Background: an optimization exercise with open tools, aiming at small area and a short achievable clock period. Do not read the settings as production practice. RTL that was checked went through simulation tests only; none was proved equivalent to the original.

// csc_top
module csc_top (
	input logic CLOCK_50_I,
	input logic resetn,
	input logic start,
	output logic busy,
	output logic done,
	output csc_pkg::sram_addr_t sram_addr,
	output csc_pkg::sram_word_t sram_wdata,
	output logic sram_we_n,
	input csc_pkg::sram_word_t sram_rdata
);
==> module yuv_fetch, before the edit <==
module yuv_fetch (
	input logic CLOCK_50_I,
	input logic resetn,
	input logic start,
	output logic busy,
	output logic done,
	output logic c_shift,          
	output logic c_ld_u,           
	output logic c_ld_v,           
	output logic c_first_a,        
	output logic c_first_b,        
	output logic c_near_b,         
	output logic c_last_a,         
	output logic c_last_b,         
	output logic c_yh_ld,          
	output logic c_ylo,            
	output logic c_odd_op,         
	output logic c_w_rg,           
	output logic c_w_br,           
	output logic cmd_we,
	output csc_pkg::sram_addr_t cmd_addr
);
	logic [3:0] ph, ph_n;
	logic [1:0] prime;             
	logic wr_on;
	logic done_pre;
	logic [6:0] jc;
	logic j_first, j_near_end, j_last;
	logic jf_n, jn_n, jl_n;
	logic [16:0] gy;               
	logic [16:0] c_addr;
	csc_pkg::sram_addr_t wa;       
	logic a_y, a_c, a_u, a_lsb, a_w;
	logic wr_now, last_wr;
	assign ph_n = !busy ? 4'd1 : (ph == 4'd9) ? 4'd0 : ph + 4'd1;
	assign jf_n = (ph == 4'd9) ? (jc == 7'd79) : j_first;
	assign jn_n = (ph == 4'd9) ? (jc == 7'd77) : j_near_end;
	assign jl_n = (ph == 4'd9) ? (jc == 7'd78) : j_last;
	always_ff @(posedge CLOCK_50_I) begin
		c_shift <= (ph_n <= 4'd4) && (ph_n != 4'd2);
		c_ld_u <= (ph_n == 4'd4);
		c_ld_v <= (ph_n == 4'd5);
		c_first_a <= busy && jf_n && (ph_n <= 4'd1);
		c_first_b <= busy && jf_n && (ph_n == 4'd3 || ph_n == 4'd4);
		c_near_b <= busy && jn_n && (ph_n == 4'd3 || ph_n == 4'd4);
		c_last_a <= busy && jl_n && (ph_n <= 4'd1);
		c_last_b <= busy && jl_n && (ph_n == 4'd3 || ph_n == 4'd4);
		c_yh_ld <= (ph_n == 4'd3 || ph_n == 4'd6);
		c_ylo <= (ph_n == 4'd2 || ph_n == 4'd5);
		c_odd_op <= (ph_n == 4'd3 || ph_n == 4'd6);
		c_w_rg <= (ph_n == 4'd4 || ph_n == 4'd7);
		c_w_br <= (ph_n == 4'd5 || ph_n == 4'd8);
		a_y <= (ph_n == 4'd0 || ph_n == 4'd3);
		a_c <= (ph_n == 4'd1 || ph_n == 4'd2);
		a_u <= (ph_n == 4'd1);
		a_lsb <= (ph_n == 4'd0);
		a_w <= (ph_n >= 4'd4);
	end
	assign wr_now = busy && wr_on && a_w;
	assign last_wr = wr_now && (wa == csc_pkg::RGB_LAST);
	assign cmd_we = wr_now;
	assign c_addr = gy + (a_u ? 17'(csc_pkg::U_BASE + 18'd2) : 17'(csc_pkg::V_BASE + 18'd2));
	always_comb begin
		if (a_y)
			cmd_addr = {gy, a_lsb};
		else if (a_c)
			cmd_addr = {1'b0, c_addr};
		else
			cmd_addr = wa;
	end
	always_ff @(posedge CLOCK_50_I or negedge resetn) begin
		if (!resetn) begin
			busy <= 1'b0;
			done <= 1'b0;
			done_pre <= 1'b0;
			wr_on <= 1'b0;
		end else begin
			done_pre <= last_wr;
			done <= done_pre;
			if (done_pre)
				busy <= 1'b0;
			else if (start)
				busy <= 1'b1;
			if (!busy || last_wr)
				wr_on <= 1'b0;
			else if (prime == 2'd0 && ph == 4'd3)
				wr_on <= 1'b1;
		end
	end
	always_ff @(posedge CLOCK_50_I) begin
		ph <= ph_n;
		if (!busy) begin
			prime <= 2'd3;
			jc <= 7'd77;
			j_first <= 1'b0;
			j_near_end <= 1'b0;
			j_last <= 1'b0;
			gy <= 17'h1fffe;
			wa <= csc_pkg::RGB_BASE;
		end else begin
			j_first <= jf_n;
			j_near_end <= jn_n;
			j_last <= jl_n;
			if (ph == 4'd9) begin
				if (prime != 2'd0)
					prime <= prime - 2'd1;
				jc <= (jc == 7'd79) ? 7'd0 : jc + 7'd1;
			end
			if (ph == 4'd0)
				gy <= gy + 17'd1;
			if (wr_now)
				wa <= wa + 18'd1;
		end
	end
endmodule
==> module chroma_interpolator, before the edit <==
module chroma_interpolator (
	input logic CLOCK_50_I,
	input logic c_shift,
	input logic c_ld_u,
	input logic c_ld_v,
	input logic c_first_a,
	input logic c_first_b,
	input logic c_near_b,
	input logic c_last_a,
	input logic c_last_b,
	input csc_pkg::sram_word_t rdata,
	output csc_pkg::pixel_t ce_u,       
	output csc_pkg::pixel_t ce_v,
	output csc_pkg::pixel_t c_odd       
);
	csc_pkg::pixel_t e [0:15];
	csc_pkg::pixel_t t0, t1, t2, t3, t4, t5;
	always_ff @(posedge CLOCK_50_I) begin
		if (c_shift) begin
			for (int i = 0; i < 15; i++)
				e[i] <= e[i + 1];
		end
		if (c_ld_u) begin
			e[12] <= rdata[15:8];
			e[14] <= rdata[7:0];
		end
		if (c_ld_v) begin
			e[13] <= rdata[15:8];
			e[15] <= rdata[7:0];
		end
	end
	assign ce_u = e[2];
	assign ce_v = e[3];
	always_comb begin
		t0 = e[0];
		t1 = e[2];
		t2 = e[4];
		t3 = e[6];
		t4 = e[8];
		t5 = e[10];
		if (c_first_a) begin
			t0 = e[4];
			t1 = e[4];
		end
		if (c_first_b)
			t0 = e[2];
		if (c_near_b)
			t5 = e[8];
		if (c_last_a) begin
			t4 = e[6];
			t5 = e[6];
		end
		if (c_last_b) begin
			t3 = e[4];
			t4 = e[4];
			t5 = e[4];
		end
	end
	logic [8:0] m, m_r;
	logic [9:0] d1, d2, d3, d1_r, d2_r, d3_r;
	assign m = {1'b0, t2} + {1'b0, t3};
	assign d1 = {2'd0, t2} + {2'd0, t3} + {2'd0, ~t1} + {2'd0, ~t4};
	assign d2 = {2'd0, t0} + {2'd0, t5} + {2'd0, ~t1} + {2'd0, ~t4};
	assign d3 = {2'd0, t0} + {2'd0, t5} + {2'd0, ~t2} + {2'd0, ~t3};
	always_ff @(posedge CLOCK_50_I) begin
		m_r <= m;
		d1_r <= d1;
		d2_r <= d2;
		d3_r <= d3;
	end
	logic [16:0] acc;
	logic [8:0] q8, q8_r;
	logic signed [9:0] sh;
	assign acc = {1'b0, m_r, 7'd0} + {2'd0, d1_r, 5'd0} + {3'd0, d2_r, 4'd0} + {5'd0, d2_r, 2'd0}
		+ {7'd0, d3_r} + 17'd234;
	assign q8 = acc[16:8];
	always_ff @(posedge CLOCK_50_I)
		q8_r <= q8;
	assign sh = {1'b0, q8_r} - 10'sd106;
	assign c_odd = sh[9] ? 8'h00 : (sh[8] ? 8'hff : sh[7:0]);
endmodule
==> flow/config.mk <==
export PLATFORM = sky130hd
export DESIGN_NAME = csc_top
export DESIGN_NICKNAME = csc_top
export VERILOG_FILES = /design/flow/design.v
export SDC_FILE = /design/flow/constraint.sdc
export NUM_CORES = 4
export LEC_CHECK = 0
export CAP_MARGIN = 20
export CORE_MARGIN = 2
export CORE_UTILIZATION = 50
export SLEW_MARGIN = 20
==> flow/constraint.sdc <==
create_clock -name core_clock -period 10.0 [get_ports {CLOCK_50_I}]
set_input_delay 2.0000 -clock core_clock [delete_from_list [all_inputs] [get_ports {CLOCK_50_I}]]
set_output_delay 2.0000 -clock core_clock [all_outputs]
set_load 0.01 [all_outputs]
standard.sh (not shown) runs the stock make flow with config.mk's settings and CLKGATE_MAP_FILE= SYNTH_SCRIPT=/design/flow/synth_recipe.tcl, a recipe that flattens the netlist after the stock synthesis.
==> flow/flow/run.sh <==
#!/bin/bash
set -u
export SETUP_SLACK_MARGIN=6.8
export BUFFER_PORTS_ARGS="-buffer_cell sky130_fd_sc_hd__buf_4"
bash standard.sh > standard_flow.log 2>&1
Rerun with:
--- a/flow/design.v
+++ b/flow/design.v
@@ -69,31 +69,31 @@
 	logic [16:0] c_addr;
 	csc_pkg::sram_addr_t wa;       
 	logic a_y, a_c, a_u, a_lsb, a_w;
 	logic wr_now, last_wr;
-	assign ph_n = !busy ? 4'd1 : (ph == 4'd9) ? 4'd0 : ph + 4'd1;
+	assign ph_n = !busy ? 4'd2 : (ph == 4'd9) ? 4'd0 : ph + 4'd1;
 	assign jf_n = (ph == 4'd9) ? (jc == 7'd79) : j_first;
 	assign jn_n = (ph == 4'd9) ? (jc == 7'd77) : j_near_end;
 	assign jl_n = (ph == 4'd9) ? (jc == 7'd78) : j_last;
 	always_ff @(posedge CLOCK_50_I) begin
 		c_shift <= (ph_n <= 4'd4) && (ph_n != 4'd2);
-		c_ld_u <= (ph_n == 4'd4);
-		c_ld_v <= (ph_n == 4'd5);
+		c_ld_u <= (ph_n == 4'd5);
+		c_ld_v <= (ph_n == 4'd6);
 		c_first_a <= busy && jf_n && (ph_n <= 4'd1);
 		c_first_b <= busy && jf_n && (ph_n == 4'd3 || ph_n == 4'd4);
 		c_near_b <= busy && jn_n && (ph_n == 4'd3 || ph_n == 4'd4);
 		c_last_a <= busy && jl_n && (ph_n <= 4'd1);
 		c_last_b <= busy && jl_n && (ph_n == 4'd3 || ph_n == 4'd4);
-		c_yh_ld <= (ph_n == 4'd3 || ph_n == 4'd6);
-		c_ylo <= (ph_n == 4'd2 || ph_n == 4'd5);
-		c_odd_op <= (ph_n == 4'd3 || ph_n == 4'd6);
-		c_w_rg <= (ph_n == 4'd4 || ph_n == 4'd7);
-		c_w_br <= (ph_n == 4'd5 || ph_n == 4'd8);
-		a_y <= (ph_n == 4'd0 || ph_n == 4'd3);
-		a_c <= (ph_n == 4'd1 || ph_n == 4'd2);
-		a_u <= (ph_n == 4'd1);
-		a_lsb <= (ph_n == 4'd0);
-		a_w <= (ph_n >= 4'd4);
+		c_yh_ld <= (ph_n == 4'd4 || ph_n == 4'd7);
+		c_ylo <= (ph_n == 4'd3 || ph_n == 4'd6);
+		c_odd_op <= (ph_n == 4'd4 || ph_n == 4'd7);
+		c_w_rg <= (ph_n == 4'd5 || ph_n == 4'd8);
+		c_w_br <= (ph_n == 4'd6 || ph_n == 4'd9);
+		a_y <= (ph_n == 4'd1 || ph_n == 4'd4);
+		a_c <= (ph_n == 4'd2 || ph_n == 4'd3);
+		a_u <= (ph_n == 4'd2);
+		a_lsb <= (ph_n == 4'd1);
+		a_w <= (ph_n >= 4'd5) || (ph_n == 4'd0);
 	end
 	assign wr_now = busy && wr_on && a_w;
 	assign last_wr = wr_now && (wa == csc_pkg::RGB_LAST);
 	assign cmd_we = wr_now;
@@ -120,9 +120,9 @@
 			else if (start)
 				busy <= 1'b1;
 			if (!busy || last_wr)
 				wr_on <= 1'b0;
-			else if (prime == 2'd0 && ph == 4'd3)
+			else if (prime == 2'd0 && ph == 4'd4)
 				wr_on <= 1'b1;
 		end
 	end
 	always_ff @(posedge CLOCK_50_I) begin
@@ -143,9 +143,9 @@
 				if (prime != 2'd0)
 					prime <= prime - 2'd1;
 				jc <= (jc == 7'd79) ? 7'd0 : jc + 7'd1;
 			end
-			if (ph == 4'd0)
+			if (ph == 4'd1)
 				gy <= gy + 17'd1;
 			if (wr_now)
 				wa <= wa + 18'd1;
 		end
@@ -209,25 +209,32 @@
 			t4 = e[4];
 			t5 = e[4];
 		end
 	end
-	logic [8:0] m, m_r;
+	logic [8:0] p, q, m, p_r, q_r, m_r, m_r2;
 	logic [9:0] d1, d2, d3, d1_r, d2_r, d3_r;
+	assign p = {1'b0, t0} + {1'b0, t5};
+	assign q = {1'b0, t1} + {1'b0, t4};
 	assign m = {1'b0, t2} + {1'b0, t3};
-	assign d1 = {2'd0, t2} + {2'd0, t3} + {2'd0, ~t1} + {2'd0, ~t4};
-	assign d2 = {2'd0, t0} + {2'd0, t5} + {2'd0, ~t1} + {2'd0, ~t4};
-	assign d3 = {2'd0, t0} + {2'd0, t5} + {2'd0, ~t2} + {2'd0, ~t3};
 	always_ff @(posedge CLOCK_50_I) begin
+		p_r <= p;
+		q_r <= q;
 		m_r <= m;
+	end
+	assign d1 = {1'b0, m_r} + {1'b0, ~q_r};
+	assign d2 = {1'b0, p_r} + {1'b0, ~q_r};
+	assign d3 = {1'b0, p_r} + {1'b0, ~m_r};
+	always_ff @(posedge CLOCK_50_I) begin
+		m_r2 <= m_r;
 		d1_r <= d1;
 		d2_r <= d2;
 		d3_r <= d3;
 	end
 	logic [16:0] acc;
 	logic [8:0] q8, q8_r;
 	logic signed [9:0] sh;
-	assign acc = {1'b0, m_r, 7'd0} + {2'd0, d1_r, 5'd0} + {3'd0, d2_r, 4'd0} + {5'd0, d2_r, 2'd0}
-		+ {7'd0, d3_r} + 17'd234;
+	assign acc = {1'b0, m_r2, 7'd0} + {2'd0, d1_r, 5'd0} + {3'd0, d2_r, 4'd0} + {5'd0, d2_r, 2'd0}
+		+ {7'd0, d3_r} + 17'd181;
 	assign q8 = acc[16:8];
 	always_ff @(posedge CLOCK_50_I)
 		q8_r <= q8;
 	assign sh = {1'b0, q8_r} - 10'sd106;
- critical path depth decreases by 5
- final area decreases slightly
- via count increases slightly
- die area increases by a few percent
- first-iteration DRC count increases by a quarter to a third
- wire length increases slightly
- hold slack is worse by 0.035 ns
- sequential share of layout area increases by 2.0 points
- core utilization decreases by 2.0 points
- global-route usage increases by 0.21 points
Testbench counts after the change, summed over its fixed seeds: frame cycles 1,536,248.
No functional check of the RTL was part of the first run of this note.

what the ideal ports hide:
Ports are ideal in the flow. The routed layouts listed here were re-timed in OpenROAD. Step 1, drivers: a clkbuf_16 drives CLOCK_50_I and a buf_2 each remaining input, both assumed. Step 2 also shifts input and output timing later by t, the mid clock arrival at the registers, as if the neighbouring blocks saw the same clock. Three values: no drivers, after step 1, after step 2; two values: the first two.
run	shift t [ns]	setup WS [ns]	slew at the worst register clock pin (ns)	pins driven straight from the clock port
the first run	0.633	6.281 / 6.281 / 6.281	0.06 / 0.06	1
the second run	0.670	6.709 / 6.659 / 6.709	0.07 / 0.07	1
After both steps setup and hold are still met in every run listed.
